What follows belongs to an exercise in optimizing a design on an open flow for small area, a short achievable clock period and few clock cycles per item; a production flow would make more cautious choices.
Function was checked by simulation only, so behaviour that the tests miss may differ from the original.

===== design/flow/run.sh =====
#!/bin/bash
# synth_recipe.tcl (not shown) runs the flow's synth.tcl, then flattens the netlist and writes it again
# the make line also repeats each setting of config.mk as NAME=value (left out here)
make -C /OpenROAD-flow-scripts/flow DESIGN_CONFIG=/design/flow/config.mk WORK_HOME=/design/flow/orfs CLKGATE_MAP_FILE= SYNTH_SCRIPT=/design/flow/synth_recipe.tcl finish

===== design/flow/config.mk =====
export PLATFORM = sky130hd
export DESIGN_NAME = ex_muldiv_unit
export DESIGN_NICKNAME = ex_muldiv_unit
export VERILOG_FILES = /design/flow/design.v
export SDC_FILE = /design/flow/constraint.sdc
export NUM_CORES = 4
export LEC_CHECK = 0
export CAP_MARGIN = 20
export CORE_MARGIN = 2
export CORE_UTILIZATION = 40
export SLEW_MARGIN = 20

===== design/flow/constraint.sdc =====
create_clock -name core_clock -period 11.0 [get_ports {clk}]
set_input_delay 2.2000 -clock core_clock [delete_from_list [all_inputs] [get_ports {clk}]]
set_output_delay 2.2000 -clock core_clock [all_outputs]
set_load 0.01 [all_outputs]

===== design/flow/design.v =====
module ex_muldiv_unit #(
  parameter int XLEN = 32
) (
  input  logic            clk,
  input  logic            rst,
  input  logic            start_i,
  input  logic [2:0]      op_i,
  input  logic [XLEN-1:0] rs1_i,
  input  logic [XLEN-1:0] rs2_i,
  input  logic [4:0]      rd_addr_i,
  input  logic            flush_i,
  output logic            busy_o,
  output logic            done_o,
  output logic [XLEN-1:0] result_o,
  output logic [4:0]      rd_addr_o
);
  typedef enum logic [1:0] {S_IDLE, S_MUL, S_DIV, S_DONE} state_t;
  localparam logic [5:0]      CNT_INIT = 6'(XLEN - 1);
  localparam logic [XLEN-1:0] INT_MIN  = {1'b1, {(XLEN-1){1'b0}}};
  state_t          state_reg, state_next;
  logic [1:0]      op_reg, op_next;           
  logic [XLEN-1:0] a_reg, a_next;             
  logic [XLEN-1:0] b_reg, b_next;             
  logic [XLEN-1:0] rem_reg, rem_next;         
  logic [5:0]      cnt_reg, cnt_next;
  logic            neg_q_reg, neg_q_next;
  logic            neg_r_reg, neg_r_next;
  logic [4:0]      rd_reg, rd_next;
  logic [XLEN-1:0] result_reg, result_next;
  logic [4:0]      rd_out_reg, rd_out_next;
  logic            in_signed, rs1_neg, rs2_neg;
  logic [XLEN-1:0] rs1_mag, rs2_mag;
  logic            div_by_zero, div_ovf, early_out, div_special;
  logic [XLEN-1:0] special_res;
  assign in_signed   = ~op_i[0];
  assign rs1_neg     = in_signed & rs1_i[XLEN-1];
  assign rs2_neg     = in_signed & rs2_i[XLEN-1];
  assign rs1_mag     = rs1_neg ? -rs1_i : rs1_i;
  assign rs2_mag     = rs2_neg ? -rs2_i : rs2_i;
  assign div_by_zero = (rs2_i == '0);
  assign div_ovf     = in_signed && (rs1_i == INT_MIN) && (rs2_i == '1);
  assign early_out   = 1'b0;
  assign div_special = div_by_zero | div_ovf | early_out;
  always_comb begin
    special_res = '0;
    if (div_by_zero)  special_res = op_i[1] ? rs1_i : '1;
    else if (div_ovf) special_res = op_i[1] ? '0 : INT_MIN;
    else              special_res = op_i[1] ? rs1_i : '0;
  end
  logic            mul_s1, mul_s2;
  logic [2*XLEN-1:0] mul_a, mul_b, product;
  assign mul_s1  = ~(op_reg[1] & op_reg[0]);    
  assign mul_s2  = ~op_reg[1];                  
  assign mul_a   = {{XLEN{mul_s1 & a_reg[XLEN-1]}}, a_reg};
  assign mul_b   = {{XLEN{mul_s2 & b_reg[XLEN-1]}}, b_reg};
  assign product = mul_a * mul_b;
  logic [XLEN:0]   div_shift, div_diff;
  logic            q_bit;
  logic [XLEN-1:0] q_step, r_step, quot_out, rem_out;
  assign div_shift = {rem_reg, a_reg[XLEN-1]};
  assign div_diff  = div_shift - {1'b0, b_reg};
  assign q_bit     = ~div_diff[XLEN];
  assign r_step    = q_bit ? div_diff[XLEN-1:0] : div_shift[XLEN-1:0];
  assign q_step    = {a_reg[XLEN-2:0], q_bit};
  assign quot_out  = neg_q_reg ? -q_step : q_step;
  assign rem_out   = neg_r_reg ? -r_step : r_step;
  always_comb begin
    state_next  = state_reg;
    op_next     = op_reg;
    a_next      = a_reg;
    b_next      = b_reg;
    rem_next    = rem_reg;
    cnt_next    = cnt_reg;
    neg_q_next  = neg_q_reg;
    neg_r_next  = neg_r_reg;
    rd_next     = rd_reg;
    result_next = result_reg;
    rd_out_next = rd_out_reg;
    case (state_reg)
      S_IDLE: begin
        if (start_i && !flush_i) begin
          op_next    = op_i[1:0];
          rd_next    = rd_addr_i;
          neg_q_next = rs1_neg ^ rs2_neg;
          neg_r_next = rs1_neg;
          if (!op_i[2]) begin
            a_next     = rs1_i;
            b_next     = rs2_i;
            state_next = S_MUL;
          end else if (div_special) begin
            result_next = special_res;
            rd_out_next = rd_addr_i;
            state_next  = S_DONE;
          end else begin
            a_next     = rs1_mag;
            b_next     = rs2_mag;
            rem_next   = '0;
            cnt_next   = CNT_INIT;
            state_next = S_DIV;
          end
        end
      end
      S_MUL: begin
        if (flush_i) begin
          state_next = S_IDLE;
        end else begin
          result_next = (op_reg == 2'b00) ? product[XLEN-1:0] : product[2*XLEN-1:XLEN];
          rd_out_next = rd_reg;
          state_next  = S_DONE;
        end
      end
      S_DIV: begin
        if (flush_i) begin
          state_next = S_IDLE;
        end else begin
          a_next   = q_step;
          rem_next = r_step;
          if (cnt_reg == 6'd0) begin
            result_next = op_reg[1] ? rem_out : quot_out;
            rd_out_next = rd_reg;
            state_next  = S_DONE;
          end else begin
            cnt_next = cnt_reg - 6'd1;
          end
        end
      end
      default: state_next = S_IDLE;    
    endcase
  end
  always_ff @(posedge clk or posedge rst) begin
    if (rst) begin
      state_reg  <= S_IDLE;
      op_reg     <= '0;
      a_reg      <= '0;
      b_reg      <= '0;
      rem_reg    <= '0;
      cnt_reg    <= '0;
      neg_q_reg  <= 1'b0;
      neg_r_reg  <= 1'b0;
      rd_reg     <= '0;
      result_reg <= '0;
      rd_out_reg <= '0;
    end else begin
      state_reg  <= state_next;
      op_reg     <= op_next;
      a_reg      <= a_next;
      b_reg      <= b_next;
      rem_reg    <= rem_next;
      cnt_reg    <= cnt_next;
      neg_q_reg  <= neg_q_next;
      neg_r_reg  <= neg_r_next;
      rd_reg     <= rd_next;
      result_reg <= result_next;
      rd_out_reg <= rd_out_next;
    end
  end
  assign busy_o    = ((state_reg == S_IDLE) && start_i && !flush_i) ||
                     (state_reg == S_MUL) || (state_reg == S_DIV);
  assign done_o    = (state_reg == S_DONE);
  assign result_o  = result_reg;
  assign rd_addr_o = rd_out_reg;
endmodule

==> run notes <==
RSZ-0062 raised after global routing: false
Multi-input gate area: 40900 um^2
TritonCTS clock tree: yes
via count: 40400
Relative slew margins: 20.7%
outcome: timing/DRC/antenna clean
DR vias/cell: 5.48
DP Worst Slack: 1.33 ns
most frequent cell after synthesis: inv_1
Syn Area/Cell: 8.64 um^2
DRC violation count after routing: 0
final design utilization: 42.9%
vias in the first global route: 42600
layout cell share with drive strength beyond 1: 3.63%
Final Hold Slack: 0.487 ns
WL per Instance: 23.1 um
top cells by count, synth: inv_1, fa_1, nand2_1
drt initial violations: 3686
Worst Reg-to-Reg Cells: 30
crit path time final: 9.86 ns
setup violators final: 0
Core ar.: 125000 um^2
CP arrival: 10.25 ns
Final ANT Viol Nets: 0
Critical-path top delay cell: fa_1
CP required: 11.38 ns
setup bufs post-CTS: 0
final net count: 7173
final critical-path share of the clock period: 89.7%
Crit. End Element: register
asr flop ratio synth: 100%
Die Width: 359 um
DRT Wirelength: 170000 um
Fin. Hold Viols: 0
top cell type's share of synthesized area: 44.8%
die height: 359 um
Worst path depth: 30
Global Route Usage Sum: 26.9%
CP max FO: 20
FILL cells: 12400
clock sinks: 150
Die ar.: 129000 um^2
FMAX: 101 MHz
Setup TNS Final: 0 ns
Synth Warn #: 1
post-synth top area cell: fa_1
critical path class: register to register
Register Area: 3770 um^2
initial antenna violation count: 5
HP Class: register to register
family with the most delay on the worst path: adder cells
crit-path max cell delay: 0.80 ns
synth unique cells: 93
input/output buffers: 114
router iterations before antenna repair: 6
sequential area share after synthesis: 7.45%
H-tree Lvls: 4
pin count of the biggest net entering global routing: 79
worst-case clock buffer depth: 2
first-pass GRT wire length: 263000 um
Worst Hold Depth: 2
most frequent CP cell: fa_1
Syn Nets: 7284
Detailed Place HPWL: 137000 um
max_cap viols: 0
Gate Count Post-Synth: 5826
Post-Syn Area: 50400 um^2
Synth Register Bits: 150
# IOs: 115
# resized after CTS: 0
Post-synth EDFFs: 0
Worst-Skew Late Latency: 0.52 ns
# rows: 130
Slew @ Worst Pin: 1.19 ns
Synth area leaders: fa_1, inv_1, dfrtp_1, nand2_1, ha_1
number of CTS-inserted buffers: 17
Final GP Congestion: 0.975
crit start category: register
clock root cell: clkbuf_16
GRT overflow: 0
Slew Viols, Final: 0
Starting Density: 40.2%
CTS clock-pin slew for the worst setup and hold paths: 0.08 ns
Hold Buf Count CTS: 0
clk_skew: 0.0220 ns
Top FF cell, synth: dfrtp_1
WP buf/inv: 6
Area Growth Syn to Fin: 6.59%
final worst slack: 1.14 ns
[worst paths after layout]
kind	slack, ns	endpoint	startpoint
max reg2reg	1.14	result_reg[31]	op_reg[0]
min in group asynchronous	2.09	cnt_reg[3]	rst
max	1.14	result_reg[31]	op_reg[0]
min reg2reg	0.49	a_reg[3]	a_reg[3]
min	0.49	a_reg[3]	a_reg[3]
max in group asynchronous	6.80	b_reg[12]	rst
[tightest hold or removal path: stages, from the launching register on]
cell and delay [ns]:
dfrtp_1 0.35, nand2_1 0.05, o21ai_0 0.06
[per-stage QoR]
stage	cell area [um^2]	instances
2_1_floorplan	50400	5826
3_3_place_gp	53100	7346
3_5_place_dp	53100	7346
4_1_cts	53700	7378
5_1_grt	53700	7378
6_report	53700	7381
[layout make-up]
class,count,area share [%]
Sequential cell,150,7.02
Inverter,1184,8.29
Antenna cell,3,0.0140
Tap cell,1650,3.85
Multi-Input combinational cell,4146,76.2
Timing Repair Buffer,216,3.55
Clock inverter,14,0.282
Clock buffer,18,0.818
[placed cells by master, fill, tap and decap left out, drive strengths merged, types with 14 or more instances in the layout]
cell type,instances
mux2i,25
xnor2,130
a211oi,20
clkbuf,18
a21o,37
a221oi,14
nor2,249
nand2,943
dfrtp,150
or3,17
and2,338
ha,256
nand3,35
and3,14
inv,1189
nor4,22
a21oi,215
xor2,85
o31ai,54
fa,1126
nand2b,42
o21ai,201
buf,102
a31oi,25
o211ai,24
clkdlybuf4s50,114
nand4,23
o21bai,16
nor3,37
[logic make-up (layout without fill, tap and decap cells)]
kind of cell | Yosys count | in the layout | synth area share, %
muxes | 33 | 33 | 0.676
AOI/OAI and AO/OA | 727 | 727 | 9.19
xor gates and xnor gates | 215 | 215 | 3.74
buffers and inverters | 1530 | 1432 | 11.5
and+or+nand+nor | 1789 | 1789 | 16.4
adders and majority gates | 1382 | 1382 | 51.1
other | 0 | 3 | 0
DFF | 150 | 150 | 7.45
[per-layer routing]
metal  track usage (%)  part of all wire (%)  vias up  routed length, um
li1                  -                     -    17400                  -
met4              8.28                   3.6        0               6190
met2              41.8                    45     1770              76300
met1              36.8                    42    20900              71300
met3              6.96                   9.6      334              16400
met5                 0                     0        -                  0
Testbench counts, summed over its fixed seeds: cycles 47,492, ops 4,000.

-- static timing again, ports no longer ideal --
How much do the figures lean on ideal ports? The routed layout below was timed once more, with nothing changed but the port constraints.
Step 1 assumes that a clkbuf_16 drives the clock port and a buf_2 every other input.
Step 2 also shifts input and output timing later by t, the mid clock arrival at the registers, as if the neighbouring blocks saw the same clock.
Three values: ideal ports, drivers, drivers and shift; two values: the first two.
t, ns: 0.564
setup slack, ns: 1.136 / 1.136 / 1.136
worst slew at a driven data input, ns: 0.07
After both steps setup and hold are still met in this run. For this run, drivers alone change the setup slack by 0.000 ns; drivers and shift together by 0.000 ns.
